Context: an optimization exercise on an open-source flow, tuned for small area and a short achievable clock period. The choices shown serve that exercise and are no tape-out recipe. Function was checked by simulation only, so behaviour that the tests miss may differ from the original. No activity file was given, so power comes from the tool's default toggle rates.

`design/flow/config.mk`:
```
export PLATFORM = sky130hd
export DESIGN_NAME = multicycle_mem_ctrl
export DESIGN_NICKNAME = multicycle_mem_ctrl
export VERILOG_FILES = /design/flow/design.v
export SDC_FILE = /design/flow/constraint.sdc
export NUM_CORES = 4
export LEC_CHECK = 0
export CAP_MARGIN = 20
export CORE_MARGIN = 2
export CORE_UTILIZATION = 50
export CTS_CLUSTER_DIAMETER = 100
export CTS_CLUSTER_SIZE = 25
export SETUP_SLACK_MARGIN = 2.1
export SLEW_MARGIN = 20
export TNS_END_PERCENT = 10
```
`design/flow/constraint.sdc`:
```
create_clock -name core_clock -period 4.0 [get_ports {clk}]
set_input_delay 0.8000 -clock core_clock [delete_from_list [all_inputs] [get_ports {clk}]]
set_output_delay 0.8000 -clock core_clock [all_outputs]
set_load 0.01 [all_outputs]
```
`design/flow/design.v`:
```
package mem_ctrl_pkg;
   localparam int CNT_W = 4;
endpackage
module sp_byte_ram #(
  parameter int    DATA_W      = 32,
  parameter int    DEPTH_WORDS = 64,
  parameter        MEM_INIT    = "",
  parameter int    NB          = DATA_W / 8,
  parameter int    AW          = (DEPTH_WORDS > 1) ? $clog2(DEPTH_WORDS) : 1
) (
  input  logic              clk,
  input  logic [NB*DEPTH_WORDS/4-1:0] wen,
  input  logic [DATA_W-1:0] wdata,
  input  logic [DEPTH_WORDS/2-1:0] tsel,
  output logic [DATA_W-1:0] tap
);
  localparam int NR = DEPTH_WORDS / 4;
  logic [DATA_W-1:0] tap_r [NR];
  for (genvar r = 0; r < NR; r++) begin : g_ring
    logic [DATA_W-1:0] p0, p1, p2, p3;
    always_ff @(posedge clk) begin
      p1 <= p0;
      p2 <= p1;
      p3 <= p2;
      for (int b = 0; b < NB; b++)
        p0[b*8 +: 8] <= wen[r*NB+b] ? wdata[b*8 +: 8] : p3[b*8 +: 8];
    end
    assign tap_r[r] = ({DATA_W{tsel[2*r]}} & p0) | ({DATA_W{tsel[2*r+1]}} & p2);
  end
  always_comb begin
    tap = '0;
    for (int r = 0; r < NR; r++) tap = tap | tap_r[r];
  end
endmodule
import mem_ctrl_pkg::*;
module multicycle_mem_ctrl
#(
   parameter int                DATA_W      = 32,
   parameter int                ADDR_W      = 32,
   parameter int                DEPTH_WORDS = 64,
   parameter int                WAIT_STATES = 2,
   parameter                    MEM_INIT    = "",
   parameter logic [ADDR_W-1:0] MMIO_ADDR   = 32'h0000_0100
) (
   input  logic                clk,
   input  logic                reset,
   input  logic                req,
   input  logic                we,
   input  logic [ADDR_W-1:0]   addr,
   input  logic [DATA_W-1:0]   wdata,
   input  logic [DATA_W/8-1:0] be,
   output logic [DATA_W-1:0]   rdata,
   output logic                ready,
   output logic                err,
   output logic [DATA_W-1:0]   WriteData,
   output logic [ADDR_W-1:0]   DataAdr,
   output logic                MemWrite,
   output logic [DATA_W-1:0]   mmio_out
);
   localparam int NB  = DATA_W / 8;
   localparam int BLG = (NB > 1) ? $clog2(NB) : 0;
   localparam int AW  = (DEPTH_WORDS > 1) ? $clog2(DEPTH_WORDS) : 1;
   localparam int NR  = DEPTH_WORDS / 4;
   localparam bit MMIO_EN = 1'b1;
   logic              b1, b2, b3, idle, accept;
   logic              we_q, bad_q, hit_q;
   logic [AW-1:0]     widx_q;
   logic [DATA_W-1:0] wdata_q;
   logic [NB-1:0]     be_q;
   logic              hit_d, bad_d;
   assign hit_d  = MMIO_EN && (addr == MMIO_ADDR);
   assign bad_d  = (addr[BLG-1:0] != '0) || ((addr[ADDR_W-1:AW+BLG] != '0) && !hit_d);
   assign accept = idle && req;
   always_ff @(posedge clk) begin
      if (!reset) begin
         b1   <= 1'b0;
         b2   <= 1'b0;
         b3   <= 1'b0;
         idle <= 1'b1;
      end else begin
         b1   <= accept;
         b2   <= b1;
         b3   <= b2;
         idle <= !accept && !b1 && !b2;
      end
   end
   always_ff @(posedge clk) begin
      if (accept) begin
         we_q    <= we;
         bad_q   <= bad_d;
         hit_q   <= hit_d;
         widx_q  <= addr[AW+BLG-1:BLG];
         wdata_q <= wdata;
         be_q    <= be;
      end
   end
   logic [1:0]        ph;           
   logic [DATA_W-1:0] wbuf;         
   logic [NB-1:0]     wbe;
   logic [1:0]        wslot;        
   logic [NR-1:0]     wring;        
   logic              wa;           
   logic              land;
   logic [NB*NR-1:0]  wen;
   logic [DATA_W-1:0] tap, samp_q;
   logic [1:0]        posn;
   always_ff @(posedge clk) ph <= ph + 2'd1;
   always_ff @(posedge clk) begin
      if (b2) begin
         wbuf   <= wdata_q;
         wbe    <= be_q;
         wslot  <= widx_q[1:0];
         for (int r = 0; r < NR; r++) wring[r] <= (widx_q[AW-1:2] == r);
      end
   end
   logic       lnext_q, l3_q;
   logic       wa_n;
   logic [1:0] wslot_n;
   logic       p3_n;
   assign land = lnext_q || (l3_q && reset);
   always_comb begin
      if (b2 && reset && we_q && !bad_q && !hit_q) wa_n = 1'b1;
      else if (land || (b3 && !reset))             wa_n = 1'b0;
      else                                         wa_n = wa;
      wslot_n = b2 ? widx_q[1:0] : wslot;
      p3_n    = (wslot_n + ph + 2'd1) == 2'd3;
   end
   always_ff @(posedge clk) begin
      wa      <= wa_n;
      lnext_q <= wa_n && p3_n && !(b2 && reset);
      l3_q    <= wa_n && p3_n && (b2 && reset);
   end
   always_comb begin
      for (int r = 0; r < NR; r++)
         for (int b = 0; b < NB; b++)
            wen[r*NB+b] = land && wring[r] && wbe[b];
   end
   logic [2*NR-1:0]   tsel_q;
   logic              hsel;
   logic [DATA_W-1:0] rtap;
   logic [DATA_W-1:0] mmio_q;
   assign posn = widx_q[1:0] + ph + 2'd1;
   always_ff @(posedge clk) begin
      for (int r = 0; r < NR; r++) begin
         tsel_q[2*r]   <= (widx_q[AW-1:2] == r) && (posn == 2'd0) && !hit_q;
         tsel_q[2*r+1] <= (widx_q[AW-1:2] == r) && (posn == 2'd2) && !hit_q;
      end
   end
   sp_byte_ram #(
      .DATA_W      (DATA_W),
      .DEPTH_WORDS (DEPTH_WORDS),
      .MEM_INIT    (MEM_INIT)
   ) u_ram (
      .clk   (clk),
      .wen   (wen),
      .wdata (wbuf),
      .tsel  (tsel_q),
      .tap   (tap)
   );
   assign hsel = hit_q && !idle;
   assign rtap = tap | ({DATA_W{hsel}} & mmio_q);
   always_ff @(posedge clk) samp_q <= rtap;
   logic              ready_q, err_q, mw_q;
   logic              ld_q;
   logic [DATA_W-1:0] rdata_q, wd_out_q;
   logic [AW:0]       adr_out_q;    
   always_ff @(posedge clk) ld_q <= reset && b2 && !we_q && !bad_q;
   always_ff @(posedge clk) begin
      if (!reset) begin
         ready_q   <= 1'b0;
         err_q     <= 1'b0;
         mw_q      <= 1'b0;
         wd_out_q  <= '0;
         adr_out_q <= '0;
         rdata_q   <= '0;
      end else begin
         ready_q <= b3;
         err_q   <= b3 && bad_q;
         mw_q    <= b3 && we_q && !bad_q;
         if (b3 && we_q && !bad_q) begin
            wd_out_q  <= wdata_q;
            adr_out_q <= {hit_q, widx_q};
         end
         if (ld_q) rdata_q <= rtap | samp_q;
      end
   end
   always_ff @(posedge clk) begin
      if (!reset) begin
         mmio_q <= '0;
      end else if (b3 && we_q && hit_q) begin
         for (int i = 0; i < NB; i++) begin
            if (be_q[i]) mmio_q[i*8 +: 8] <= wdata_q[i*8 +: 8];
         end
      end
   end
   assign rdata     = rdata_q;
   assign mmio_out  = mmio_q;
   assign ready     = ready_q;
   assign err       = err_q;
   assign MemWrite  = mw_q;
   assign WriteData = wd_out_q;
   assign DataAdr   = {{(ADDR_W-AW-BLG-1){1'b0}}, adr_out_q, {BLG{1'b0}}};
endmodule
```
`design/flow/run.sh`:
```
#!/bin/bash
# synth_recipe.tcl (not shown) runs the flow's synth.tcl, then flattens the netlist and writes it again
# the make line also repeats each setting of config.mk as NAME=value (left out here)
make -C /OpenROAD-flow-scripts/flow DESIGN_CONFIG=/design/flow/config.mk WORK_HOME=/design/flow/orfs CLKGATE_MAP_FILE= SYNTH_SCRIPT=/design/flow/synth_recipe.tcl finish
```
==> results of run 1 <==
==> how the worst min path moves through the flow <==
stage	from	to	slack, ns	depth (start not counted)
CTS	u_ram.g_ring[8].p1[24]$_DFF_P_	u_ram.g_ring[8].p2[24]$_DFF_P_	0.32	0
finish	u_ram.g_ring[0].p1[12]$_DFF_P_	u_ram.g_ring[0].p2[12]$_DFF_P_	0.32	0
global placement	u_ram.g_ring[14].p1[16]$_DFF_P_	u_ram.g_ring[14].p2[16]$_DFF_P_	0.31	0
detailed placement	u_ram.g_ring[15].p1[9]$_DFF_P_	u_ram.g_ring[15].p2[9]$_DFF_P_	0.31	0
global route	u_ram.g_ring[0].p1[12]$_DFF_P_	u_ram.g_ring[0].p2[12]$_DFF_P_	0.33	0
floorplan	u_ram.g_ring[0].p1[0]$_DFF_P_	u_ram.g_ring[0].p2[0]$_DFF_P_	0.31	0
==> worst reg2reg max path: stages (launching register included) <==
cell      delay (ns)
dfxtp_4         0.43
buf_4           0.27
a22o_1          0.24
a221oi_1        0.21
nand4_1         0.16
or3_4           0.44
o221a_1         0.24
==> sequential cells by signal (all words and copies together) (netlist names), 2 cells and up <==
register         count
u_ram.g_ring.p0    512
u_ram.g_ring.p1    512
u_ram.g_ring.p2    512
u_ram.g_ring.p3    512
mmio_q              32
rdata_q             32
samp_q              32
tsel_q              32
wbuf                32
wd_out_q            32
wdata_q             32
wring               16
adr_out_q            7
widx_q               6
be_q                 4
wbe                  4
ph                   2
wslot                2
==> what timing repair did <==
| item | 4_1_cts | 5_1_grt |
|---|---|---|
| hold buffers | 0 | 0 |
| buffers inserted | 100 | 35 |
| endpoints found under the setup margin | 726 | 457 |
| gates cloned | 0 | 2 |
| pin swaps | 2 | 33 |
| resized for setup | 605 | 185 |
==> cell type report <==
class	count	area (um^2)
flip-flops and latches	2327	47800
well taps	1637	2050
repair buffers	364	3680
clock inverters	4	56.3
clock buffers	140	2800
fillers	10000	52900
diodes	1	2.50
inverters	4	15.0
multi-input cells	1673	14400
==> power groups by stage <==
stage / Combinational, uW / Sequential [uW] / Clock (uW)
after floorplan: 214 / 24300 / 0
after global placement: 349 / 24400 / 0
after detailed placement: 354 / 24400 / 0
after CTS: 395 / 23800 / 12100
after global routing: 435 / 23900 / 12900
final: 415 / 23800 / 12000
==> placed cells by master, fill, tap and decap left out, drive strengths merged, types with 4 or more instances in the layout <==
cell	n
nand2b	38
o221a	32
nand3	33
dfxtp	2230
nor4	5
edfxtp	97
nor3	4
and2	7
or3	40
nand2	248
a221oi	192
inv	7
nand4	65
nor2	54
a21boi	71
clkdlybuf4s50	70
a22oi	128
conb	25
clkbuf	142
a22o	192
nor2b	6
clkdlybuf4s15	35
buf	257
mux2	513
==> per-layer routing <==
layer  vias up  wire (um)
met1     17300      82200
met5         -         13
met3       219      12800
met4         2       3930
met2      1276      79900
li1      15400          -
==> cell families after synthesis <==
family          Yosys count
flops                  2327
simple gates            507
mux                     514
buf+inv                 207
compound gates          620
xor+xnor                  6
other cells               1
fa+ha+maj                 1
==> per-stage QoR <==
| step | util | hold WS [ns] | instances |
|---|---|---|---|
| floorplan | - | 0.310 | 4207 |
| detailed placement | 0.530 | 0.312 | 5868 |
| CTS | 0.564 | 0.323 | 6112 |
| global placement | 0.530 | 0.310 | 5868 |
| finish | 0.573 | 0.318 | 6150 |
| global route | 0.572 | 0.327 | 6149 |
==> flow_metrics.py, run 1 <==
metrics = {
    "critical_path": {
        "critical_path.max_fanout": 2,
        "crit_path_top_delay_cell": "dfxtp_1",
        "crit_type": "reg2out",
        "reg2reg_setup_slack_ns": 1.92,
        "reg2regPathDepth": 6,
        "arrival_ns": 1.29,
        "startpoint": "wd_out_q[14]$_SDFFE_PN0P_",
        "crit_path_start_kind": "register",
        "path_delay_family": "flip-flops",
        "r2r_start": "tsel_q[14]$_DFF_P_",
        "r2r_end": "rdata_q[0]$_SDFFE_PN0P_",
        "crit_end": "WriteData[14]",
        "path_buf_inv": 1,
        "slowest_delay_ns": 0.35,
        "path_cells": "clkdlybuf4s15_2",
        "crit_cells": 1,
        "end_kind": "output pin",
        "required_ns": 3.20,
    },
    "synth": {
        "synth_compound_area_frac": 0.0847,
        "ys.flop_type": "dfxtp_1",
        "syn_area_per_cell_um2": 14.9,
        "synth_top_area_share": 0.718,
        "async_flop_share": 0,
        "yosysTopAreaCell": "dfxtp_1",
        "synthSimpleGateAreaFrac": 0.0388,
        "yosysSeqAreaShare": 0.765,
        "yosys_warnings": 3,
        "synth-adder-area-share": 0.000201,
        "synthDistinctLibCells": 37,
        "synth_common_cells": "2230 x dfxtp_1, 513 x mux2_2, 248 x nand2_1",
        "synth_area_leaders": "dfxtp_1 72%, mux2_2 9.3%, edfxtp_1 4.7%",
        "yosys-mux-area-fraction": 0.0931,
        "synth_most_common_cell": "dfxtp_1",
        "synth_cells": 4183,
        "synth_top_family_by_area": "multiplexers",
        "ys_ff_latch": 2327,
        "synth_area_um2": 62200,
        "synth_xor_area_frac": 0.000845,
        "synth_enable_flop_cells": 97,
    },
    "timing": {
        "fmax_mhz": 479,
        "hold_viol": 0,
        "finalSetupViolations": 0,
        "slew_headroom": 0.309,
        "fin_crit_ns": 2.09,
        "worst_pin_slew_ns": 1.04,
        "drv_slew": 0,
        "fin_ws_ns": 1.91,
        "rsz0062_at_grt": "yes",
        "period_share": 0.522,
        "fin_skew_ns": 0.0323,
        "fin_setup_tns_ns": 0,
    },
    "routing": {
        "vias_per_cell": 5.56,
        "drcViolationCount": 0,
        "wire_per_inst_um": 29.1,
        "drtAntennaViolNets": 0,
        "wirelength_mm": 179,
        "first_pass_iters": 5,
        "drt_iter0_markers": 3446,
        "vias": 34200,
    },
    "global_route": {
        "top_usage_layer": "met2",
        "grtUsageTotal": 0.276,
        "grt_use_met1": 0.406,
        "grt_pass1_vias": 33300,
        "antenna_found_initial": 9,
        "grt_max_degree": 65,
        "gr-total-overflow": 0,
        "grt_pass1_wl_mm": 248,
        "use_met3": 0.0409,
        "met2_usage": 0.431,
    },
    "run": {
        "maxCapViolCount": 0,
    },
    "finish": {
        "design_area_um2": 70800,
        "nets": 4546,
        "drive_gt1_frac": 0.266,
        "synthToLayoutAreaGrowth_pct": 13.8,
    },
    "pwr": {
        "p_switching_uw": 7490,
        "power_leakage_uw": 0.0279,
        "p_clk_frac": 0.330,
        "comb_power_share": 0.011,
        "seq_power_share": 0.658,
        "ir_drop_mv": 0.461,
        "p_per_area_nw_per_um2": 512,
        "swShare": 0.207,
        "intPower_uw": 28700,
        "power_uw": 36200,
    },
    "placed_design": {
        "hpwl_mm": 102,
        "pre_cts_ws_ns": 0.692,
        "port_buffers": 177,
        "placed_cell_area_um2": 65500,
        "gp_congestion": 0.793,
    },
    "worst_hold_path": {
        "hold_path_class": "reg2reg",
    },
    "cts": {
        "cts_max_path_buffers": 3,
        "numCtsBuffers": 103,
        "cts_tree": "yes",
        "ctsHtreeMaxLevel": 3,
        "cts.sinks": 2327,
        "cts.clk_slew.worst_paths_ns": 0.10,
        "cts-root-buf": "clkbuf_16",
        "insertion_delay_ns": 0.73,
    },
    "run_status": {
        "outcome": "complete, no violations",
    },
    "die": {
        "ios": 203,
        "core_um2": 124000,
        "rows": 129,
        "initial_utilization": 0.503,
        "die_y_um": 357,
        "die-area_um2": 127000,
        "dieWidth_um": 357,
    },
}
==> inputs of run 2 (changes only) <==
--- a/design/flow/config.mk
+++ b/design/flow/config.mk
@@ -12,3 +12,3 @@
 export CTS_CLUSTER_SIZE = 25
-export SETUP_SLACK_MARGIN = 2.1
+export SETUP_SLACK_MARGIN = 1.95
 export SLEW_MARGIN = 20
==> run 2 against run 1 <==
Still clean. Area after synthesis stayed put. Sequential cell count stayed put. Synthesized cell count stayed put. Cell count is 0.49% lower. Design area is 1.1% lower. First-iteration DRC count is 1.6% lower. Non-clock buffer count is 32 lower.
==> flow_metrics.py, run 2 <==
metrics = {
    "pwr": {
        "p_per_area_nw_per_um2": 517,
        "intPower_uw": 28700,
        "p_clk_frac": 0.330,
        "swShare": 0.206,
        "seq_power_share": 0.659,
        "comb_power_share": 0.011,
        "ir_drop_mv": 0.387,
        "power_leakage_uw": 0.0277,
        "power_uw": 36200,
        "p_switching_uw": 7470,
    },
    "critical_path": {
        "r2r_start": "tsel_q[8]$_DFF_P_",
        "required_ns": 3.20,
        "critical_path.max_fanout": 3,
        "arrival_ns": 1.42,
        "crit_path_top_delay_cell": "dfxtp_4",
        "slowest_delay_ns": 0.42,
        "reg2regPathDepth": 6,
        "crit_path_start_kind": "register",
        "path_buf_inv": 1,
        "crit_type": "reg2out",
        "end_kind": "output pin",
        "reg2reg_setup_slack_ns": 1.85,
        "r2r_end": "rdata_q[7]$_SDFFE_PN0P_",
        "path_delay_family": "flip-flops",
        "path_cells": "dlygate4sd2_1",
        "crit_cells": 1,
    },
    "timing": {
        "hold_viol": 0,
        "fmax_mhz": 450,
        "worst_pin_slew_ns": 0.984,
        "fin_skew_ns": 0.0280,
        "period_share": 0.556,
        "fin_crit_ns": 2.22,
        "rsz0062_at_grt": "yes",
        "fin_setup_tns_ns": 0,
        "drv_slew": 0,
        "slew_headroom": 0.344,
        "finalSetupViolations": 0,
    },
    "finish": {
        "final_common_cell": "dfxtp_1",
        "fin_util": 0.566,
        "nets": 4514,
        "layout_common_cells": "2177 x dfxtp_1, 513 x mux2_2, 206 x nand2_1, 192 x a22o_1, 151 x a221oi_1",
        "design_area_um2": 70000,
        "num-fill-cells": 10100,
        "synthToLayoutAreaGrowth_pct": 12.5,
        "drive_gt1_frac": 0.215,
    },
    "synth": {
        "syn_area_per_cell_um2": 14.9,
        "ys_ff_latch": 2327,
        "synth_common_cells": "2230 x dfxtp_1, 513 x mux2_2, 248 x nand2_1",
        "async_flop_share": 0,
        "synth_enable_flop_cells": 97,
        "synth_cells": 4183,
        "yosysSeqAreaShare": 0.765,
        "synth_area_leaders": "dfxtp_1 72%, mux2_2 9.3%, edfxtp_1 4.7%",
        "synthDistinctLibCells": 37,
        "yosysTopAreaCell": "dfxtp_1",
        "synth_top_area_share": 0.718,
        "yosys_warnings": 3,
        "synth_area_um2": 62200,
        "ys.flop_type": "dfxtp_1",
        "synth_most_common_cell": "dfxtp_1",
    },
    "run": {
        "maxCapViolCount": 0,
    },
    "worst_hold_path": {
        "hold_path_class": "reg2reg",
        "holdPathStages": 0,
        "worstHoldStart": "u_ram.g_ring[6].p1[10]$_DFF_P_",
        "holdPathEnd": "u_ram.g_ring[6].p2[10]$_DFF_P_",
    },
    "run_status": {
        "outcome": "complete, no violations",
    },
    "global_route": {
        "grt_pass1_wl_mm": 245,
        "grt_use_met1": 0.388,
        "gr-total-overflow": 0,
        "antenna_found_initial": 6,
        "top_usage_layer": "met2",
        "grt_max_degree": 65,
        "use_met3": 0.0462,
        "met2_usage": 0.430,
        "grt_pass1_vias": 32900,
        "grtUsageTotal": 0.273,
    },
    "die": {
        "dieWidth_um": 357,
        "die-area_um2": 127000,
        "core_um2": 124000,
        "initial_utilization": 0.503,
        "ios": 203,
        "die_y_um": 357,
        "rows": 129,
    },
    "cts": {
        "cts_max_path_buffers": 3,
        "ctsHtreeMaxLevel": 3,
        "cts-root-buf": "clkbuf_16",
        "insertion_delay_ns": 0.73,
        "cts.sinks": 2327,
        "cts_tree": "yes",
        "cts.clk_slew.worst_paths_ns": 0.10,
        "numCtsBuffers": 103,
    },
    "routing": {
        "first_pass_iters": 5,
        "wirelength_mm": 178,
        "vias_per_cell": 5.54,
        "wire_per_inst_um": 29.1,
        "drtAntennaViolNets": 0,
        "drcViolationCount": 0,
        "vias": 33900,
        "drt_iter0_markers": 3390,
    },
    "placed_design": {
        "gp_congestion": 0.801,
        "hpwl_mm": 103,
        "port_buffers": 177,
        "placed_cell_area_um2": 65500,
    },
}
==> run 2: cell counts after synthesis <==
Identical to the previous run, type by type.
==> run 2: how the worst max path moves through the flow <==
stage	from	to	slack, ns
floorplan	reset	u_ram.g_ring[0].p0[0]$_DFF_P_	1.89
global placement	reset	u_ram.g_ring[0].p0[15]$_DFF_P_	0.74
detailed placement	reset	u_ram.g_ring[8].p0[25]$_DFF_P_	0.69
CTS	tsel_q[26]$_DFF_P_	rdata_q[20]$_SDFFE_PN0P_	1.67
global route	rdata_q[30]$_SDFFE_PN0P_	rdata[30]	1.74
finish	mmio_q[7]$_SDFFE_PN0P_	mmio_out[7]	1.78
==> run 2: logic make-up (layout without fill, tap and decap cells) <==
| kind of cell | count (synthesis) | in the layout | share of synthesized area |
|---|---|---|---|
| AO/OA/AOI/OAI | 620 | 620 | 0.0847 |
| XOR/XNOR | 6 | 6 | 0.000845 |
| adder cells (fa/ha/maj) | 1 | 1 | 0.000201 |
| buffers and inverters | 207 | 480 | 0.0176 |
| flip-flops | 2327 | 2327 | 0.765 |
| multiplexers | 514 | 514 | 0.0931 |
| other | 1 | 28 | 0.0000603 |
| AND/OR/NAND/NOR | 507 | 507 | 0.0388 |
==> run 2: cell type report <==
cell class / count / area, um^2 / area share
Antenna cell: 3 / 7.51 / 0.000107
Sequential cell: 2327 / 47700 / 0.682
Timing Repair Buffer: 332 / 3230 / 0.0461
Clock buffer: 140 / 2800 / 0.0400
Inverter: 4 / 15.0 / 0.000215
Clock inverter: 4 / 56.3 / 0.000805
Multi-Input combinational cell: 1673 / 14100 / 0.201
Tap cell: 1637 / 2050 / 0.0293
==> run 2: repair_timing <==
action / CTS / global route
setup buffers: 35 / 67
gates resized for setup: 227 / 134
pin swaps: 0 / 14
endpoints found under the setup margin: 695 / 412
endpoints found under the hold margin: 0 / 0
hold buffers: 0 / 0
gates cloned: 0 / 1
==> run 2: power by group through the flow <==
| stage | clock network [uW] | registers [uW] | logic [uW] |
|---|---|---|---|
| after floorplan | 0 | 24300 | 213 |
| after global placement | 0 | 24400 | 342 |
| after detailed placement | 0 | 24400 | 346 |
| after CTS | 12100 | 23900 | 370 |
| after global routing | 12900 | 23900 | 429 |
| final | 11900 | 23800 | 409 |
==> run 2: per-stage QoR <==
stage	cells	hold slack, ns	setup WS, ns
after detailed placement	5870	0.312	0.689
after global routing	6117	0.321	1.74
final	6120	0.323	1.78
after global placement	5870	0.309	0.735
after CTS	6049	0.314	1.67
after floorplan	4207	0.310	1.89
==> run 2: per-layer routing <==
layer / part of all wire / wire length, um
met4: 0.026 / 4600
met2: 0.45 / 80800
met3: 0.068 / 12100
met1: 0.45 / 80500
met5: 0 / 0
==> inputs of run 3 (changes only) <==
--- a/design/flow/config.mk
+++ b/design/flow/config.mk
@@ -10,5 +10,6 @@
 export CORE_UTILIZATION = 50
+export CTS_BUF_LIST = sky130_fd_sc_hd__clkbuf_8 sky130_fd_sc_hd__clkbuf_16
 export CTS_CLUSTER_DIAMETER = 100
 export CTS_CLUSTER_SIZE = 25
-export SETUP_SLACK_MARGIN = 1.95
+export SETUP_SLACK_MARGIN = 2.1
 export SLEW_MARGIN = 20
==> run 3 against run 2 <==
Still clean on timing, DRC and antenna. Combinational power grew 2%. Die area stayed put. Clock skew rose by 0.0038 ns. Clock power about the same. Power shrank 0.18%. Design area up 1.5%. Area after synthesis unchanged. Fmax up 6.3%. Sequential power is essentially flat. Cell count rose by 0.64%. First-iteration DRC count grew 3.1%. Non-clock buffer count up 40. Critical endpoint is now rdata[8].
==> flow_metrics.py, run 3 <==
metrics = {
    "run_status": {
        "outcome": "complete, no violations",
    },
    "synth": {
        "synth_most_common_cell": "dfxtp_1",
        "async_flop_share": 0,
        "yosysSeqAreaShare": 0.765,
        "ys.flop_type": "dfxtp_1",
        "synth_enable_flop_cells": 97,
        "synth_cells": 4183,
        "synth_area_um2": 62200,
        "yosys_warnings": 3,
        "ys_ff_latch": 2327,
        "synthDistinctLibCells": 37,
        "synth_common_cells": "2230 x dfxtp_1, 513 x mux2_2, 248 x nand2_1",
        "yosysTopAreaCell": "dfxtp_1",
        "synth_top_area_share": 0.718,
        "syn_area_per_cell_um2": 14.9,
        "synth_area_leaders": "dfxtp_1 72%, mux2_2 9.3%, edfxtp_1 4.7%",
    },
    "finish": {
        "multi_input_area_um2": 14400,
        "num-fill-cells": 10000,
        "layout_common_cells": "2114 x dfxtp_1, 513 x mux2_2, 189 x a22o_1, 181 x nand2_1, 127 x a22oi_1",
        "final_common_cell": "dfxtp_1",
        "nets": 4554,
        "synthToLayoutAreaGrowth_pct": 14.2,
        "seq_area_um2": 47800,
        "fin_util": 0.575,
        "final_cells": 6159,
        "drive_gt1_frac": 0.270,
    },
    "critical_path": {
        "end_kind": "output pin",
        "crit_type": "reg2out",
        "crit_path_start_kind": "register",
        "r2r_start": "tsel_q[17]$_DFF_P_",
        "required_ns": 3.20,
        "crit_cells": 1,
        "r2r_end": "rdata_q[3]$_SDFFE_PN0P_",
        "critical_path.max_fanout": 2,
        "path_cells": "clkdlybuf4s15_2",
        "crit_end": "rdata[8]",
        "arrival_ns": 1.29,
        "reg2reg_setup_slack_ns": 1.91,
        "path_buf_inv": 1,
        "path_delay_family": "flip-flops",
        "crit_path_top_delay_cell": "dfxtp_1",
        "slowest_delay_ns": 0.35,
        "reg2regPathDepth": 6,
        "startpoint": "rdata_q[8]$_SDFFE_PN0P_",
    },
    "pwr": {
        "swShare": 0.207,
        "p_clk_frac": 0.328,
        "power_uw": 36100,
        "comb_power_share": 0.012,
        "seq_power_share": 0.660,
        "p_per_area_nw_per_um2": 509,
        "p_switching_uw": 7490,
        "ir_drop_mv": 0.462,
        "intPower_uw": 28600,
        "power_leakage_uw": 0.0281,
    },
    "routing": {
        "drcViolationCount": 0,
        "wire_per_inst_um": 29.2,
        "vias_per_cell": 5.55,
        "wirelength_mm": 180,
        "drt_iter0_markers": 3495,
        "first_pass_iters": 6,
        "drtAntennaViolNets": 0,
        "vias": 34200,
    },
    "die": {
        "dieWidth_um": 357,
        "core_um2": 124000,
        "ios": 203,
        "die-area_um2": 127000,
        "initial_utilization": 0.503,
        "die_y_um": 357,
        "rows": 129,
    },
    "run": {
        "maxCapViolCount": 0,
    },
    "global_route": {
        "grtUsageTotal": 0.276,
        "antenna_found_initial": 7,
        "grt_pass1_wl_mm": 248,
        "grt_pass1_vias": 33300,
        "grt_max_degree": 65,
        "gr-total-overflow": 0,
    },
    "cts": {
        "ctsHtreeMaxLevel": 3,
        "cts_tree": "yes",
        "insertion_delay_ns": 0.73,
        "cts-root-buf": "clkbuf_16",
        "cts.clk_slew.worst_paths_ns": 0.10,
        "cts_max_path_buffers": 3,
        "cts.sinks": 2327,
        "numCtsBuffers": 103,
    },
    "timing": {
        "drv_slew": 0,
        "worst_pin_slew_ns": 1.03,
        "period_share": 0.523,
        "fin_crit_ns": 2.09,
        "fmax_mhz": 478,
        "fin_setup_tns_ns": 0,
        "fin_skew_ns": 0.0318,
        "timing.hold.ws_ns": 0.321,
        "slew_headroom": 0.310,
        "finalSetupViolations": 0,
        "hold_viol": 0,
        "rsz0062_at_grt": "yes",
    },
    "placed_design": {
        "gp_congestion": 0.793,
        "dpl.cell_count": 5868,
        "port_buffers": 177,
        "hpwl_mm": 102,
    },
    "worst_hold_path": {
        "hold_path_class": "reg2reg",
    },
}
[run 3: cell families after synthesis]
kind of cell,Yosys count,synth area share
buffers and inverters,207,0.0176
flip-flops,2327,0.765
AO/OA/AOI/OAI,620,0.0847
XOR/XNOR,6,0.000845
multiplexers,514,0.0931
other,1,0.0000603
AND/OR/NAND/NOR,507,0.0388
adder cells (fa/ha/maj),1,0.000201
[run 3: power by group through the flow]
| stage | clock [uW] | combinational, uW | sequential (uW) |
|---|---|---|---|
| 2_1_floorplan | 0 | 214 | 24300 |
| 3_3_place_gp | 0 | 349 | 24400 |
| 3_5_place_dp | 0 | 354 | 24400 |
| 4_1_cts | 12000 | 395 | 23800 |
| 5_1_grt | 12800 | 439 | 23900 |
| 6_report | 11900 | 419 | 23800 |
[run 3: layer usage]
layer / vias up / GRT usage / part of all wire
li1: 15400 / - / -
met1: 17400 / 0.406 / 0.46
met2: 1220 / 0.431 / 0.45
met3: 213 / 0.0409 / 0.068
met4: 0 / 0.0625 / 0.022
met5: - / 0 / 0
[run 3: what timing repair did]
action | 4_1_cts | 5_1_grt
cloned | 0 | 4
pin swaps | 2 | 37
hold buffers | 0 | 0
gates resized for setup | 605 | 212
setup endpoints to repair | 726 | 457
hold endpoints to repair | 0 | 0
buffers inserted | 99 | 42
[run 3: how the worst min path moves through the flow]
stage                                                from                               to  slack [ns]  cells after the start
after CTS                  u_ram.g_ring[0].p1[12]$_DFF_P_   u_ram.g_ring[0].p2[12]$_DFF_P_        0.32                      0
after floorplan             u_ram.g_ring[0].p1[0]$_DFF_P_    u_ram.g_ring[0].p2[0]$_DFF_P_        0.31                      0
after global routing       u_ram.g_ring[0].p1[12]$_DFF_P_   u_ram.g_ring[0].p2[12]$_DFF_P_        0.33                      0
after detailed placement   u_ram.g_ring[15].p1[9]$_DFF_P_   u_ram.g_ring[15].p2[9]$_DFF_P_        0.31                      0
final                      u_ram.g_ring[0].p1[12]$_DFF_P_   u_ram.g_ring[0].p2[12]$_DFF_P_        0.32                      0
after global placement    u_ram.g_ring[14].p1[16]$_DFF_P_  u_ram.g_ring[14].p2[16]$_DFF_P_        0.31                      0
[run 3: layout make-up]
type | count | share of cell area
antenna | 2 | 0.0000705
clock buffer | 107 | 0.0377
clock inverter | 37 | 0.00254
inverter | 4 | 0.000211
multi-input combinational | 1673 | 0.203
sequential | 2327 | 0.673
tap | 1637 | 0.0288
timing repair buffer | 372 | 0.0543
[run 3: metrics by stage]
stage	area (um^2)	setup slack, ns
global placement	65500	0.710
floorplan	62300	2.00
finish	71000	1.91
detailed placement	65500	0.692
CTS	69700	1.87
global route	71000	1.86
==> inputs of run 4 (changes only) <==
--- a/design/flow/config.mk
+++ b/design/flow/config.mk
@@ -10,5 +10,5 @@
 export CORE_UTILIZATION = 50
-export CTS_BUF_LIST = sky130_fd_sc_hd__clkbuf_8 sky130_fd_sc_hd__clkbuf_16
 export CTS_CLUSTER_DIAMETER = 100
 export CTS_CLUSTER_SIZE = 25
+export PLACE_DENSITY = 0.75
 export SETUP_SLACK_MARGIN = 2.1
==> run 4 against run 3 <==
Still clean on timing, DRC and antenna. Clock-buffer cell count is 29 higher. Die area unchanged. Critical path depth rose by 5. Fmax shrank 1.1%. Design area up 0.83%. Worst setup slack worse by 0.022 ns. Critical endpoint is now rdata_q[10]$_SDFFE_PN0P_. Highest routed layer is now met5.
==> flow_metrics.py, run 4 <==
metrics = {
    "run_status": {
        "outcome": "complete, no violations",
    },
    "global_route": {
        "gr-total-overflow": 0,
        "grtUsageTotal": 0.268,
        "grt_max_degree": 66,
        "antenna_found_initial": 8,
        "grt_pass1_wl_mm": 245,
        "grt_pass1_vias": 34400,
    },
    "cts": {
        "cts.clk_slew.worst_paths_ns": 0.11,
        "ctsHtreeMaxLevel": 3,
        "cts_tree": "yes",
        "ctsHoldBuffers": 0,
        "cts-root-buf": "clkbuf_16",
        "numCtsBuffers": 103,
        "insertion_delay_ns": 0.74,
        "cts.sinks": 2327,
        "cts_max_path_buffers": 3,
    },
    "routing": {
        "vias_per_cell": 5.79,
        "vias": 35900,
        "drtAntennaViolNets": 0,
        "wire_per_inst_um": 29.7,
        "drt_iter0_markers": 4125,
        "wirelength_mm": 184,
        "drcViolationCount": 0,
        "first_pass_iters": 6,
    },
    "die": {
        "die_y_um": 357,
        "ios": 203,
        "dieWidth_um": 357,
        "rows": 129,
        "initial_utilization": 0.503,
        "core_um2": 124000,
        "die-area_um2": 127000,
    },
    "timing": {
        "finalSetupViolations": 0,
        "fin_skew_ns": 0.0512,
        "worst_pin_slew_ns": 0.985,
        "fin_ws_ns": 1.89,
        "fin_crit_ns": 2.11,
        "fin_setup_tns_ns": 0,
        "rsz0062_at_grt": "yes",
        "drv_slew": 0,
        "period_share": 0.528,
        "hold_viol": 0,
        "fmax_mhz": 473,
        "slew_headroom": 0.343,
    },
    "synth": {
        "synth_enable_flop_cells": 97,
        "synth_area_um2": 62200,
        "synthDistinctLibCells": 37,
        "yosysSeqAreaShare": 0.765,
        "synth_most_common_cell": "dfxtp_1",
        "ys_ff_latch": 2327,
        "synth_common_cells": "2230 x dfxtp_1, 513 x mux2_2, 248 x nand2_1",
        "synth_top_area_share": 0.718,
        "ys.flop_type": "dfxtp_1",
        "synth_area_leaders": "dfxtp_1 72%, mux2_2 9.3%, edfxtp_1 4.7%",
        "syn_area_per_cell_um2": 14.9,
        "yosysTopAreaCell": "dfxtp_1",
        "yosys_warnings": 3,
        "synth_cells": 4183,
        "async_flop_share": 0,
    },
    "finish": {
        "nets": 4600,
        "final_common_cell": "dfxtp_1",
        "drive_gt1_frac": 0.276,
        "layout_common_cells": "2141 x dfxtp_1, 513 x mux2_2, 191 x a22o_1, 183 x nand2_1, 136 x buf_4",
        "final_cells": 6203,
        "seq_area_um2": 47800,
        "multi_input_area_um2": 14600,
        "synthToLayoutAreaGrowth_pct": 15.2,
        "num-fill-cells": 9306,
    },
    "critical_path": {
        "crit_path_start_kind": "register",
        "reg2regPathDepth": 6,
        "end_kind": "register",
        "arrival_ns": 2.71,
        "required_ns": 4.60,
        "crit_type": "reg2reg",
        "startpoint": "tsel_q[0]$_DFF_P_",
        "r2r_start": "tsel_q[0]$_DFF_P_",
        "critical_path.max_fanout": 15,
    },
    "worst_hold_path": {
        "worstHoldStart": "u_ram.g_ring[9].p1[17]$_DFF_P_",
        "hold_path_class": "reg2reg",
        "holdPathStages": 0,
    },
    "placed_design": {
        "port_buffers": 177,
        "hpwl_mm": 95.5,
        "gp_congestion": 0.805,
        "dpl.cell_count": 5847,
        "pre_cts_ws_ns": 0.787,
    },
    "run": {
        "maxCapViolCount": 0,
    },
    "pwr": {
        "power_leakage_uw": 0.0283,
        "ir_drop_mv": 0.401,
        "p_per_area_nw_per_um2": 504,
    },
}
==> run 4: cell count changes in the layout (fill, tap and decap cells not counted), moves of 25 or more <==
cell / previous run / this run
clkdlybuf4s15_2: 36 / 0
clkbuf_1: 0 / 30
inv_1: 37 / 4
a221oi_1: 121 / 96
clkbuf_2: 0 / 48
dfxtp_1: 2114 / 2141
dfxtp_2: 71 / 44
buf_12: 33 / 65
==> run 4: kinds of logic after synthesis <==
family | after synthesis | share of synthesized area
AOI/OAI and AO/OA | 620 | 0.0847
buffers and inverters | 207 | 0.0176
adders and majority gates | 1 | 0.000201
xor gates and xnor gates | 6 | 0.000845
other | 1 | 0.0000603
and+or+nand+nor | 507 | 0.0388
muxes | 514 | 0.0931
DFF | 2327 | 0.765
==> run 4: final cells by class <==
cell class	instances	area share
tap	1637	0.0286
sequential	2327	0.667
clock inverter	6	0.000891
clock buffer	136	0.0386
antenna	2	0.0000699
multi-input combinational	1673	0.203
inverter	4	0.000210
timing repair buffer	418	0.0612
==> run 4: worst max-delay path: stages, from the launching register on <==
cell and delay [ns]:
dfxtp_4 0.42, buf_6 0.23, a22o_1 0.27, a221oi_2 0.22
nand4_1 0.18, or3_4 0.41, o221a_1 0.24
==> run 4: path summary, 6_finish.rpt <==
kind                                    end  slack, ns
min          u_ram.g_ring[9].p2[17]$_DFF_P_       0.30
max reg2reg        rdata_q[10]$_SDFFE_PN0P_       1.89
min reg2reg  u_ram.g_ring[9].p2[17]$_DFF_P_       0.30
max                rdata_q[10]$_SDFFE_PN0P_       1.89
==> run 4: timing repair <==
action / CTS / global route
pin swaps: 2 / 46
buffers inserted: 59 / 148
endpoints found under the setup margin: 724 / 567
resized for setup: 372 / 397
cloned: 0 / 5
==> run 4: layer usage <==
| layer | part of all wire | GRT usage |
|---|---|---|
| met5 | 0.00031 | 0 |
| met4 | 0.054 | 0.0984 |
| met3 | 0.099 | 0.0493 |
| met2 | 0.44 | 0.420 |
| met1 | 0.40 | 0.372 |
==> run 4: stage by stage <==
stage          hold slack [ns]   util  total power (uW)  cell area (um^2)
2_1_floorplan            0.310      -             24500             62300
3_3_place_gp             0.309  0.529             24700             65400
3_5_place_dp             0.312  0.529             24700             65400
4_1_cts                  0.298  0.560             36000             69300
5_1_grt                  0.310  0.579             37000             71600
6_report                 0.297  0.579             36100             71600
==> run 4: power breakdown <==
| group | internal [uW] | switching, uW | leakage, uW |
|---|---|---|---|
| Combinational | 197 | 233 | 0.00802 |
| Sequential | 23600 | 249 | 0.0189 |
| Clock | 4880 | 6930 | 0.00137 |
| Total | 28700 | 7410 | 0.0283 |
==> inputs of run 5 (changes only) <==
--- a/design/flow/config.mk
+++ b/design/flow/config.mk
@@ -7,2 +7,3 @@
 export LEC_CHECK = 0
+export ABC_CLOCK_PERIOD_IN_PS = 2000
 export CAP_MARGIN = 20
@@ -12,3 +13,2 @@
 export CTS_CLUSTER_SIZE = 25
-export PLACE_DENSITY = 0.75
 export SETUP_SLACK_MARGIN = 2.1
==> run 5 against run 4 <==
Clock skew is 0.019 ns lower. Utilization shrank 0.68 points. Hold slack improved by 0.021 ns. Sequential cell count stayed put. Area after synthesis unchanged. Critical path type is now reg2out.
==> flow_metrics.py, run 5 <==
metrics = {
    "run_status": {
        "outcome": "complete, no violations",
    },
    "routing": {
        "drt_iter0_markers": 3446,
        "wire_per_inst_um": 29.1,
        "wirelength_mm": 179,
        "first_pass_iters": 5,
        "vias": 34200,
        "vias_per_cell": 5.56,
        "drcViolationCount": 0,
        "drtAntennaViolNets": 0,
    },
    "pwr": {
        "power_leakage_uw": 0.0279,
        "ir_drop_mv": 0.461,
        "p_clk_frac": 0.330,
        "comb_power_share": 0.011,
        "p_per_area_nw_per_um2": 512,
        "intPower_uw": 28700,
        "seq_power_share": 0.658,
        "power_uw": 36200,
        "p_switching_uw": 7490,
        "swShare": 0.207,
    },
    "worst_hold_path": {
        "worstHoldStart": "u_ram.g_ring[0].p1[12]$_DFF_P_",
        "holdPathStages": 0,
        "hold_path_class": "reg2reg",
        "holdPathEnd": "u_ram.g_ring[0].p2[12]$_DFF_P_",
    },
    "cts": {
        "cts.sinks": 2327,
        "ctsHoldBuffers": 0,
        "cts_max_path_buffers": 3,
        "insertion_delay_ns": 0.73,
        "cts.clk_slew.worst_paths_ns": 0.10,
        "cts_tree": "yes",
        "numCtsBuffers": 103,
        "cts-root-buf": "clkbuf_16",
        "ctsHtreeMaxLevel": 3,
    },
    "die": {
        "dieWidth_um": 357,
        "die-area_um2": 127000,
        "initial_utilization": 0.503,
        "core_um2": 124000,
        "rows": 129,
        "die_y_um": 357,
        "ios": 203,
    },
    "placed_design": {
        "gp_congestion": 0.793,
        "port_buffers": 177,
        "hpwl_mm": 102,
    },
    "synth": {
        "synth_cells": 4183,
        "async_flop_share": 0,
        "synth_enable_flop_cells": 97,
        "synth_area_leaders": "dfxtp_1 72%, mux2_2 9.3%, edfxtp_1 4.7%",
        "ys.flop_type": "dfxtp_1",
        "synth_common_cells": "2230 x dfxtp_1, 513 x mux2_2, 248 x nand2_1",
        "syn_area_per_cell_um2": 14.9,
        "yosysTopAreaCell": "dfxtp_1",
        "yosys_warnings": 3,
        "ys_ff_latch": 2327,
        "synthDistinctLibCells": 37,
        "synth_most_common_cell": "dfxtp_1",
        "synth_top_area_share": 0.718,
        "synth_area_um2": 62200,
        "yosysSeqAreaShare": 0.765,
    },
    "finish": {
        "drive_gt1_frac": 0.266,
        "nets": 4546,
        "synthToLayoutAreaGrowth_pct": 13.8,
        "final_common_cell": "dfxtp_1",
        "layout_common_cells": "2112 x dfxtp_1, 513 x mux2_2, 190 x a22o_1, 180 x nand2_1, 131 x a221oi_1",
    },
    "critical_path": {
        "r2r_end": "rdata_q[0]$_SDFFE_PN0P_",
        "critical_path.max_fanout": 2,
        "crit_path_start_kind": "register",
        "r2r_start": "tsel_q[14]$_DFF_P_",
        "slowest_delay_ns": 0.35,
        "crit_type": "reg2out",
        "path_delay_family": "flip-flops",
        "end_kind": "output pin",
        "path_buf_inv": 1,
        "reg2reg_setup_slack_ns": 1.92,
        "path_cells": "clkdlybuf4s15_2",
        "crit_path_top_delay_cell": "dfxtp_1",
        "arrival_ns": 1.29,
        "required_ns": 3.20,
        "reg2regPathDepth": 6,
    },
    "timing": {
        "worst_pin_slew_ns": 1.04,
        "finalSetupViolations": 0,
        "fmax_mhz": 479,
        "rsz0062_at_grt": "yes",
        "drv_slew": 0,
        "fin_skew_ns": 0.0323,
        "timing.hold.ws_ns": 0.318,
        "period_share": 0.522,
        "fin_setup_tns_ns": 0,
        "fin_crit_ns": 2.09,
        "slew_headroom": 0.309,
        "hold_viol": 0,
    },
    "run": {
        "maxCapViolCount": 0,
    },
    "global_route": {
        "grt_max_degree": 65,
        "gr-total-overflow": 0,
        "grt_pass1_vias": 33300,
        "grtUsageTotal": 0.276,
        "grt_pass1_wl_mm": 248,
        "antenna_found_initial": 9,
    },
}
[run 5: changes by cell type in the layout (fill, tap and decap cells not counted), sizes merged]
cell / change
clkbuf: -47
buf: -38
clkdlybuf4s15: +35
clkinvlp: -1
diode: -1
inv: -1
[run 5: power by group through the flow]
stage          registers, uW  clock network [uW]  logic [uW]
2_1_floorplan          24300                   0         214
3_3_place_gp           24400                   0         349
5_1_grt                23900               12900         435
4_1_cts                23800               12100         395
6_report               23800               12000         415
3_5_place_dp           24400                   0         354
[run 5: worst reg2reg max path: cells and delay by family, from the launching register on]
kind,cells,cell delay [ns]
AOI/OAI and AO/OA,3,0.69
and+or+nand+nor,2,0.60
DFF,1,0.43
buffers and inverters,1,0.27
[run 5: kinds of logic after synthesis]
kind of cell / count (synthesis) / synth area share
xor gates and xnor gates: 6 / 0.000845
adders and majority gates: 1 / 0.000201
AOI/OAI and AO/OA: 620 / 0.0847
and+or+nand+nor: 507 / 0.0388
other: 1 / 0.0000603
buffers and inverters: 207 / 0.0176
DFF: 2327 / 0.765
muxes: 514 / 0.0931
[run 5: worst max-delay path by stage]
| stage | start | to | slack (ns) | depth (start not counted) |
|---|---|---|---|---|
| final | wd_out_q[14]$_SDFFE_PN0P_ | WriteData[14] | 1.91 | 1 |
| after global routing | tsel_q[0]$_DFF_P_ | rdata_q[24]$_SDFFE_PN0P_ | 1.86 | 6 |
| after CTS | rdata_q[12]$_SDFFE_PN0P_ | rdata[12] | 1.87 | 1 |
| after detailed placement | reset | u_ram.g_ring[5].p0[4]$_DFF_P_ | 0.69 | 5 |
| after global placement | reset | u_ram.g_ring[8].p0[9]$_DFF_P_ | 0.71 | 5 |
| after floorplan | reset | u_ram.g_ring[1].p0[0]$_DFF_P_ | 2.00 | 6 |
[run 5: routing by layer]
metal  share of wire  up-vias  routed length, um  global-route usage
met5        0.000073        -                 13                   0
met4           0.022        2               3930              0.0625
met3           0.072      219              12800              0.0409
met2            0.45     1276              79900               0.431
met1            0.46    17300              82200               0.406
li1                -    15400                  -                   -
[run 5: what timing repair did]
item	in CTS	in global routing
pin swaps	2	33
gates cloned	0	2
endpoints found under the setup margin	726	457
setup buffers	100	35
gates resized for setup	605	185
[run 5: final cells by class]
class                   instances  area (um^2)
multi-input cells            1673        14400
flip-flops and latches       2327        47800
diodes                          1         2.50
repair buffers                364         3680
fillers                     10000        52900
well taps                    1637         2050
clock buffers                 140         2800
clock inverters                 4         56.3
inverters                       4         15.0
[run 5: stage by stage]
| step | std cells | cell area, um^2 | util | setup WS, ns |
|---|---|---|---|---|
| detailed placement | 5868 | 65500 | 0.530 | 0.692 |
| finish | 6150 | 70800 | 0.573 | 1.91 |
| global route | 6149 | 70800 | 0.572 | 1.86 |
| global placement | 5868 | 65500 | 0.530 | 0.710 |
| CTS | 6112 | 69700 | 0.564 | 1.87 |
| floorplan | 4207 | 62300 | - | 2.00 |
==> inputs of run 6 (changes only) <==
--- a/design/flow/config.mk
+++ b/design/flow/config.mk
@@ -7,6 +7,5 @@
 export LEC_CHECK = 0
-export ABC_CLOCK_PERIOD_IN_PS = 2000
 export CAP_MARGIN = 20
 export CORE_MARGIN = 2
-export CORE_UTILIZATION = 50
+export CORE_UTILIZATION = 60
 export CTS_CLUSTER_DIAMETER = 100
==> run 6 against run 5 <==
Routed wire length grew 1.7%. Register-to-register slack is essentially flat. Combinational power grew 5.1%. Utilization grew 12 points. Hold slack lost 0.0075 ns. Still clean on timing, DRC and antenna. Largest cell class unchanged. Die area shrank 16%. First-iteration DRC count grew 0.32%. Synthesized cell count is the same.
==> flow_metrics.py, run 6 <==
metrics = {
    "run_status": {
        "outcome": "complete, no violations",
    },
    "cts": {
        "cts.clk_slew.worst_paths_ns": 0.10,
        "cts-root-buf": "clkbuf_16",
        "numCtsBuffers": 103,
        "ctsHoldBuffers": 0,
        "cts_max_path_buffers": 3,
        "insertion_delay_ns": 0.73,
        "ctsHtreeMaxLevel": 3,
        "cts.sinks": 2327,
        "cts_tree": "yes",
    },
    "timing": {
        "rsz0062_at_grt": "yes",
        "fin_setup_tns_ns": 0,
        "hold_viol": 0,
        "period_share": 0.522,
        "drv_slew": 0,
        "slew_headroom": 0.261,
        "fmax_mhz": 479,
        "finalSetupViolations": 0,
        "fin_skew_ns": 0.0479,
        "worst_pin_slew_ns": 1.11,
        "fin_crit_ns": 2.09,
        "fin_ws_ns": 1.91,
    },
    "synth": {
        "synth_area_leaders": "dfxtp_1 72%, mux2_2 9.3%, edfxtp_1 4.7%",
        "yosys_warnings": 3,
        "synth_enable_flop_cells": 97,
        "syn_area_per_cell_um2": 14.9,
        "synth_cells": 4183,
        "synth_most_common_cell": "dfxtp_1",
        "yosysTopAreaCell": "dfxtp_1",
        "yosysSeqAreaShare": 0.765,
        "ys.flop_type": "dfxtp_1",
        "ys_ff_latch": 2327,
        "synthDistinctLibCells": 37,
        "synth_top_area_share": 0.718,
        "async_flop_share": 0,
        "synth_common_cells": "2230 x dfxtp_1, 513 x mux2_2, 248 x nand2_1",
        "synth_area_um2": 62200,
    },
    "critical_path": {
        "crit_path_start_kind": "register",
        "critical_path.max_fanout": 16,
        "path_cells": "buf_8 > a22o_1 > a221oi_1 > nand4_1 > or3_4 > o221a_1",
        "path_buf_inv": 1,
        "crit_cells": 6,
        "slowest_delay_ns": 0.42,
        "reg2regPathDepth": 6,
        "end_kind": "register",
        "crit_type": "reg2reg",
        "arrival_ns": 2.71,
        "path_delay_family": "compound AO/OA/AOI/OAI gates",
        "required_ns": 4.62,
        "crit_path_top_delay_cell": "or3_4",
    },
    "routing": {
        "drcViolationCount": 0,
        "vias": 34800,
        "drt_iter0_markers": 3457,
        "first_pass_iters": 5,
        "vias_per_cell": 5.86,
        "drtAntennaViolNets": 0,
        "wire_per_inst_um": 30.6,
        "wirelength_mm": 182,
    },
    "run": {
        "maxCapViolCount": 0,
    },
    "global_route": {
        "gr-total-overflow": 0,
        "grtUsageTotal": 0.323,
        "grt_pass1_wl_mm": 244,
        "grt_pass1_vias": 33500,
        "grt_max_degree": 65,
        "antenna_found_initial": 1,
    },
    "placed_design": {
        "port_buffers": 177,
        "gp_congestion": 0.800,
        "hpwl_mm": 101,
        "pre_cts_ws_ns": 0.687,
        "placed_cell_area_um2": 65200,
    },
    "finish": {
        "final_common_cell": "dfxtp_1",
        "drive_gt1_frac": 0.284,
        "layout_common_cells": "2109 x dfxtp_1, 513 x mux2_2, 191 x a22o_1, 175 x nand2_1, 124 x a22oi_1",
        "num-fill-cells": 7277,
        "nets": 4586,
        "design_area_um2": 71200,
        "synthToLayoutAreaGrowth_pct": 14.5,
    },
    "worst_hold_path": {
        "hold_path_class": "reg2reg",
        "holdPathStages": 0,
    },
    "pwr": {
        "p_per_area_nw_per_um2": 508,
        "ir_drop_mv": 0.475,
        "power_leakage_uw": 0.0283,
    },
    "die": {
        "die-area_um2": 106000,
        "die_y_um": 326,
        "core_um2": 103000,
        "initial_utilization": 0.603,
        "rows": 118,
        "ios": 203,
        "dieWidth_um": 326,
    },
}
[run 6: cell counts after synthesis]
No cell type changed its count.
[run 6: cells by family after synthesis]
kind of cell	count (synthesis)	share of synthesized area
flops	2327	0.765
simple gates	507	0.0388
other cells	1	0.0000603
mux	514	0.0931
xor+xnor	6	0.000845
fa+ha+maj	1	0.000201
buf+inv	207	0.0176
compound gates	620	0.0847
[run 6: where the power goes]
part | switching [uW] | leakage, uW | internal (uW)
logic | 242 | 0.00801 | 195
registers | 227 | 0.0189 | 23600
clock network | 6990 | 0.00138 | 4930
total | 7460 | 0.0283 | 28700
[run 6: worst paths after layout]
check | from | endpoint | slack [ns]
worst max-delay path | tsel_q[27]$_DFF_P_ | rdata_q[18]$_SDFFE_PN0P_ | 1.91
worst min-delay path | u_ram.g_ring[2].p1[0]$_DFF_P_ | u_ram.g_ring[2].p2[0]$_DFF_P_ | 0.31
worst max register to register | tsel_q[27]$_DFF_P_ | rdata_q[18]$_SDFFE_PN0P_ | 1.91
worst min register to register | u_ram.g_ring[2].p1[0]$_DFF_P_ | u_ram.g_ring[2].p2[0]$_DFF_P_ | 0.31
[run 6: area by class of cell]
cell class                 instances  area (um^2)  area share
multi-input combinational       1676        14700       0.206
clock buffer                     141         2810      0.0394
clock inverter                     4         56.3    0.000791
timing repair buffer             401         4120      0.0579
antenna                            2         5.00   0.0000703
sequential                      2327        47800       0.671
inverter                           4         15.0    0.000211
tap                             1380         1730      0.0242
[run 6: layer usage]
metal	GRT usage	share of wire	vias to the layer above
met5	0	0	-
met4	0.0879	0.025	0
met3	0.0555	0.079	269
met2	0.511	0.45	1389
met1	0.462	0.44	17700
li1	-	-	15500
[run 6: stage by stage]
step	util	total power, uW	cells	hold WS [ns]
floorplan	-	24500	4207	0.310
global placement	0.632	24800	5616	0.310
detailed placement	0.632	24800	5616	0.312
CTS	0.671	36200	5861	0.318
global route	0.690	37200	5933	0.331
finish	0.690	36200	5935	0.310
[run 6: timing repair]
item	in CTS	in global routing
gates resized for setup	682	210
cloned	1	12
pin swaps	1	61
setup buffers	99	60
setup endpoints to repair	795	377
==> inputs of run 7 (changes only) <==
==> design/flow/flow/run.sh (new file) <==
#!/bin/bash
# Standard layout, with the port buffers made from plain buffers instead
# of the delay cells buffer_ports picks by default.
set -euo pipefail
export BUFFER_PORTS_ARGS="-buffer_cell sky130_fd_sc_hd__buf_2"
bash standard.sh > standard_flow.log 2>&1
==> design/flow/standard.sh (new file) <==
#!/bin/bash
# synth_recipe.tcl (not shown) runs the flow's synth.tcl, then flattens the netlist and writes it again
# the make line also repeats each setting of config.mk as NAME=value (left out here)
make -C /OpenROAD-flow-scripts/flow DESIGN_CONFIG=/design/flow/config.mk WORK_HOME=/design/flow/orfs CLKGATE_MAP_FILE= SYNTH_SCRIPT=/design/flow/synth_recipe.tcl "${@:-finish}"
--- a/design/flow/config.mk
+++ b/design/flow/config.mk
@@ -9,3 +9,3 @@
 export CORE_MARGIN = 2
-export CORE_UTILIZATION = 60
+export CORE_UTILIZATION = 50
 export CTS_CLUSTER_DIAMETER = 100
@@ -14,2 +14 @@
 export SLEW_MARGIN = 20
-export TNS_END_PERCENT = 10
removed: design/flow/run.sh
==> run 7 against run 6 <==
Die area rose by 20%. Area after synthesis stayed put. Clock skew decreased by 0.016 ns. Synthesized cell count unchanged. Cell count grew 5.5%. Sequential cell count did not move. Global-route usage fell by 4.2 points. Register-to-register slack is essentially flat. Non-clock buffer count is 77 higher. Critical path depth is 1 higher. Largest power group unchanged. Critical path type unchanged. Power decreased by 0.21%. Routed wire length increased by 0.39%.
==> flow_metrics.py, run 7 <==
metrics = {
    "critical_path": {
        "required_ns": 4.61,
        "crit_type": "reg2reg",
        "end_kind": "register",
        "critical_path.max_fanout": 5,
        "r2r_end": "rdata_q[28]$_SDFFE_PN0P_",
        "arrival_ns": 2.71,
        "reg2reg_setup_slack_ns": 1.90,
        "r2r_start": "tsel_q[26]$_DFF_P_",
        "crit_path_start_kind": "register",
        "reg2regPathDepth": 7,
    },
    "finish": {
        "layout_common_cells": "2092 x dfxtp_1, 513 x mux2_2, 189 x a22o_1, 177 x nand2_1, 166 x buf_4",
        "num-fill-cells": 9733,
        "nets": 4661,
        "drive_gt1_frac": 0.322,
        "final_cells": 6259,
        "final_common_cell": "dfxtp_1",
        "synthToLayoutAreaGrowth_pct": 17.2,
        "fin_util": 0.589,
    },
    "cts": {
        "numCtsBuffers": 103,
        "ctsHoldBuffers": 0,
        "ctsHtreeMaxLevel": 3,
        "cts.clk_slew.worst_paths_ns": 0.10,
        "cts_tree": "yes",
        "cts-root-buf": "clkbuf_16",
        "cts_max_path_buffers": 3,
        "insertion_delay_ns": 0.72,
        "cts.sinks": 2327,
    },
    "die": {
        "core_um2": 124000,
        "die-area_um2": 127000,
        "rows": 129,
        "dieWidth_um": 357,
        "ios": 203,
        "initial_utilization": 0.503,
        "die_y_um": 357,
    },
    "global_route": {
        "grtUsageTotal": 0.281,
        "gr-total-overflow": 0,
        "grt_max_degree": 65,
        "grt_pass1_wl_mm": 253,
        "grt_pass1_vias": 34000,
        "antenna_found_initial": 6,
    },
    "timing": {
        "rsz0062_at_grt": "yes",
        "finalSetupViolations": 0,
        "fin_skew_ns": 0.0316,
        "fmax_mhz": 477,
        "hold_viol": 0,
        "worst_pin_slew_ns": 0.974,
        "fin_crit_ns": 2.10,
        "fin_setup_tns_ns": 0,
        "fin_ws_ns": 1.90,
        "drv_slew": 0,
        "period_share": 0.524,
        "slew_headroom": 0.351,
    },
    "placed_design": {
        "hpwl_mm": 102,
        "pre_cts_ws_ns": 0.632,
        "gp_congestion": 0.789,
        "port_buffers": 177,
        "dpl.cell_count": 5867,
    },
    "pwr": {
        "power_leakage_uw": 0.0290,
        "p_per_area_nw_per_um2": 496,
        "ir_drop_mv": 0.375,
    },
    "worst_hold_path": {
        "hold_path_class": "in2reg",
        "holdPathEnd": "wdata_q[1]$_DFFE_PP_",
        "holdPathStages": 1,
        "worstHoldStart": "wdata[1]",
    },
    "routing": {
        "first_pass_iters": 5,
        "wirelength_mm": 183,
        "wire_per_inst_um": 29.2,
        "drtAntennaViolNets": 0,
        "vias_per_cell": 5.58,
        "vias": 34900,
        "drcViolationCount": 0,
        "drt_iter0_markers": 3201,
    },
    "synth": {
        "synth_cells": 4183,
        "synth_common_cells": "2230 x dfxtp_1, 513 x mux2_2, 248 x nand2_1",
        "ys_ff_latch": 2327,
        "syn_area_per_cell_um2": 14.9,
        "synthDistinctLibCells": 37,
        "yosysTopAreaCell": "dfxtp_1",
        "synth_top_area_share": 0.718,
        "ys.flop_type": "dfxtp_1",
        "async_flop_share": 0,
        "yosysSeqAreaShare": 0.765,
        "yosys_warnings": 3,
        "synth_enable_flop_cells": 97,
        "synth_area_um2": 62200,
        "synth_area_leaders": "dfxtp_1 72%, mux2_2 9.3%, edfxtp_1 4.7%",
        "synth_most_common_cell": "dfxtp_1",
    },
    "run": {
        "maxCapViolCount": 0,
    },
    "run_status": {
        "outcome": "complete, no violations",
    },
}
run 7: changes by cell type in the layout (fill, tap and decap cells not counted), moves of 17 or more:
cell             change
a221oi_2            +32
buf_6              +107
buf_4               +50
clkdlybuf4s50_1     -70
buf_2               -29
a221oi_1            -32
dfxtp_1             -17
run 7: worst max path at each step:
stage                                       from                         endpoint  slack [ns]  cells after the start
final                         tsel_q[26]$_DFF_P_         rdata_q[28]$_SDFFE_PN0P_        1.90                      7
after global routing          tsel_q[26]$_DFF_P_         rdata_q[28]$_SDFFE_PN0P_        1.88                      7
after global placement                     reset  u_ram.g_ring[14].p0[18]$_DFF_P_        0.74                      5
after CTS                 mmio_q[7]$_SDFFE_PN0P_                      mmio_out[7]        1.90                      1
after floorplan                            reset    u_ram.g_ring[1].p0[0]$_DFF_P_        2.00                      6
after detailed placement                   reset   u_ram.g_ring[13].p0[0]$_DFF_P_        0.63                      5
run 7: cell families after synthesis:
group / count (synthesis) / synth area share
flops: 2327 / 0.765
compound gates: 620 / 0.0847
mux: 514 / 0.0931
simple gates: 507 / 0.0388
buf+inv: 207 / 0.0176
xor+xnor: 6 / 0.000845
fa+ha+maj: 1 / 0.000201
other cells: 1 / 0.0000603
run 7: cell type report:
type,instances,area [um^2],area share
antenna,1,2.50,0.0000343
clock buffer,136,2740,0.0377
clock inverter,2,50.0,0.000687
inverter,4,15.0,0.000206
multi-input combinational,1674,14900,0.205
sequential,2327,47800,0.656
tap,1637,2050,0.0281
timing repair buffer,478,5270,0.0723
run 7: critical path: stages (launching register included):
cell and delay, ns:
dfxtp_4 0.45, buf_12 0.16, buf_16 0.13, a22o_1 0.19
a221oi_2 0.18, nand4_1 0.17, or3_4 0.46, o221a_1 0.22
run 7: through the flow:
step           area [um^2]  power (uW)  hold WS, ns
6_report             72900       36100        0.249
5_1_grt              72900       37100        0.214
4_1_cts              72300       36200        0.207
3_5_place_dp         64600       24700        0.312
3_3_place_gp         64600       24700        0.310
2_1_floorplan        62300       24500        0.310
run 7: power by group:
part	total (uW)	internal (uW)	switching, uW
combinational	403	170	234
sequential	23900	23600	239
clock	11900	4890	6980
total	36100	28700	7450
run 7: what timing repair did:
item                       in CTS  in global routing
cloned                          8                  3
setup buffers                 219                 23
gates resized for setup       598                 51
pin swaps                      86                 74
setup endpoints to repair     741                177
run 7: routing by layer:
| metal | up-vias | wire [um] | share of wire | track usage |
|---|---|---|---|---|
| met3 | 239 | 12200 | 0.067 | 0.0425 |
| met4 | 2 | 4880 | 0.027 | 0.0729 |
| met2 | 1226 | 81100 | 0.44 | 0.437 |
| met1 | 17800 | 84300 | 0.46 | 0.411 |
| li1 | 15600 | - | - | - |
| met5 | - | 11 | 0.000060 | 0 |
==> inputs of run 8 (changes only) <==
==> design/flow/run.sh (new file) <==
#!/bin/bash
# synth_recipe.tcl (not shown) runs the flow's synth.tcl, then flattens the netlist and writes it again
# the make line also repeats each setting of config.mk as NAME=value (left out here)
make -C /OpenROAD-flow-scripts/flow DESIGN_CONFIG=/design/flow/config.mk WORK_HOME=/design/flow/orfs CLKGATE_MAP_FILE= SYNTH_SCRIPT=/design/flow/synth_recipe.tcl finish
--- a/design/flow/config.mk
+++ b/design/flow/config.mk
@@ -10,5 +10,6 @@
 export CORE_UTILIZATION = 50
-export CTS_CLUSTER_DIAMETER = 100
-export CTS_CLUSTER_SIZE = 25
+export CTS_CLUSTER_DIAMETER = 90
+export CTS_CLUSTER_SIZE = 32
 export SETUP_SLACK_MARGIN = 2.1
 export SLEW_MARGIN = 20
+export TNS_END_PERCENT = 20
removed: design/flow/flow/run.sh
removed: design/flow/standard.sh
==> run 8 against run 7 <==
Largest cell class unchanged. Hold slack better by 0.072 ns. Utilization is 1.4 points lower. Critical endpoint is now u_ram.g_ring[14].p0[20]$_DFF_P_. Critical path depth is 2 lower. Worst setup slack worse by 0.0057 ns. Area after synthesis stayed put. First-iteration DRC count is 5.7% lower. Design area is 2.4% lower. Highest routed layer unchanged. Routed wire length is 1.3% lower. Sequential share of layout area is 1.5 points higher. Die area stayed put. Register-to-register slack hardly changed.
==> flow_metrics.py, run 8 <==
metrics = {
    "cts": {
        "numCtsBuffers": 83,
        "cts.clk_slew.worst_paths_ns": 0.12,
        "cts_max_path_buffers": 3,
        "cts_tree": "yes",
        "cts.sinks": 2327,
        "ctsHoldBuffers": 0,
        "insertion_delay_ns": 0.73,
    },
    "routing": {
        "first_pass_iters": 5,
        "drt_iter0_markers": 3018,
        "wire_per_inst_um": 29.2,
        "vias": 34000,
    },
    "placed_design": {
        "hpwl_mm": 103,
        "port_buffers": 177,
    },
    "finish": {
        "synthToLayoutAreaGrowth_pct": 14.4,
        "final_common_cell": "dfxtp_1",
        "num-fill-cells": 9895,
    },
    "critical_path": {
        "crit_type": "reg2reg",
        "path_delay_family": "simple AND/OR/NAND/NOR gates",
        "arrival_ns": 2.71,
        "path_cells": "a21oi_4 > buf_12 > nor2b_4 > nand2_2 > mux2_2",
        "required_ns": 4.60,
        "critical_path.max_fanout": 16,
    },
    "timing": {
        "fin_skew_ns": 0.0387,
        "hold_viol": 0,
        "rsz0062_at_grt": "yes",
        "worst_pin_slew_ns": 0.966,
        "fin_crit_ns": 2.10,
        "drv_slew": 0,
    },
    "synth": {
        "synth_area_um2": 62200,
        "synth_most_common_cell": "dfxtp_1",
        "synth_enable_flop_cells": 97,
        "ys.flop_type": "dfxtp_1",
        "yosysSeqAreaShare": 0.765,
        "yosys_warnings": 3,
    },
    "die": {
        "core_um2": 124000,
        "die_y_um": 357,
        "ios": 203,
        "initial_utilization": 0.503,
    },
    "pwr": {
        "intPower_uw": 28000,
        "p_clk_frac": 0.311,
        "seq_power_share": 0.677,
        "swShare": 0.207,
        "comb_power_share": 0.012,
        "power_uw": 35300,
    },
    "run": {
        "maxCapViolCount": 0,
    },
    "worst_hold_path": {
        "hold_path_class": "reg2reg",
    },
    "global_route": {
        "grtUsageTotal": 0.272,
        "gr-total-overflow": 0,
    },
    "run_status": {
        "outcome": "complete, no violations",
    },
}
run 8: cell count changes in the layout (fill, tap and decap cells not counted), sizes merged, moves of 3 or more:
cell	change
clkdlybuf4s50	+70
inv	+4
clkbuf	+39
bufbuf	-3
buf	-202
run 8: per-layer routing:
metal	GRT usage	wire length, um	vias up
li1	-	-	15400
met5	0	35	-
met2	0.434	81400	1126
met4	0.0653	5020	6
met3	0.0413	13000	225
met1	0.391	80800	17200
run 8: path summary, 6_finish.rpt:
| check | start | to | slack, ns | depth (start not counted) |
|---|---|---|---|---|
| worst max-delay path | l3_q$_DFF_P_ | u_ram.g_ring[14].p0[20]$_DFF_P_ | 1.90 | 5 |
| worst min-delay path | u_ram.g_ring[8].p1[2]$_DFF_P_ | u_ram.g_ring[8].p2[2]$_DFF_P_ | 0.32 | 0 |
| worst max register to register | l3_q$_DFF_P_ | u_ram.g_ring[14].p0[20]$_DFF_P_ | 1.90 | 5 |
| worst min register to register | u_ram.g_ring[8].p1[2]$_DFF_P_ | u_ram.g_ring[8].p2[2]$_DFF_P_ | 0.32 | 0 |
run 8: logic make-up (layout without fill, tap and decap cells):
group | after synthesis | in the layout | synth area share
fa+ha+maj | 1 | 1 | 0.000201
flops | 2327 | 2327 | 0.765
buf+inv | 207 | 527 | 0.0176
mux | 514 | 514 | 0.0931
compound gates | 620 | 620 | 0.0847
xor+xnor | 6 | 6 | 0.000845
other cells | 1 | 27 | 0.0000603
simple gates | 507 | 508 | 0.0388
run 8: cell type report:
type | instances | area share
clock inverter | 5 | 0.000686
antenna | 2 | 0.0000703
inverter | 4 | 0.000211
tap | 1637 | 0.0288
sequential | 2327 | 0.672
timing repair buffer | 400 | 0.0583
multi-input combinational | 1674 | 0.207
clock buffer | 118 | 0.0328
run 8: stage by stage:
step           instances  cell area (um^2)  utilization  setup WS [ns]  hold slack (ns)
2_1_floorplan       4207             62300            -           2.00            0.310
3_3_place_gp        5869             65500        0.530          0.728            0.309
3_5_place_dp        5869             65500        0.530          0.678            0.312
4_1_cts             6045             68800        0.556           1.78            0.323
5_1_grt             6165             71100        0.575           1.86            0.330
6_report            6167             71100        0.575           1.90            0.321
run 8: what timing repair did:
item	4_1_cts	5_1_grt
gates cloned	0	8
setup endpoints to repair	729	696
resized for setup	277	598
pin swaps	3	65
buffers inserted	53	112
run 8: power by group through the flow:
stage	clock network, uW	registers, uW	logic (uW)
global route	11900	23900	451
detailed placement	0	24400	352
global placement	0	24400	347
CTS	11100	23900	382
floorplan	0	24300	214
finish	11000	23900	430
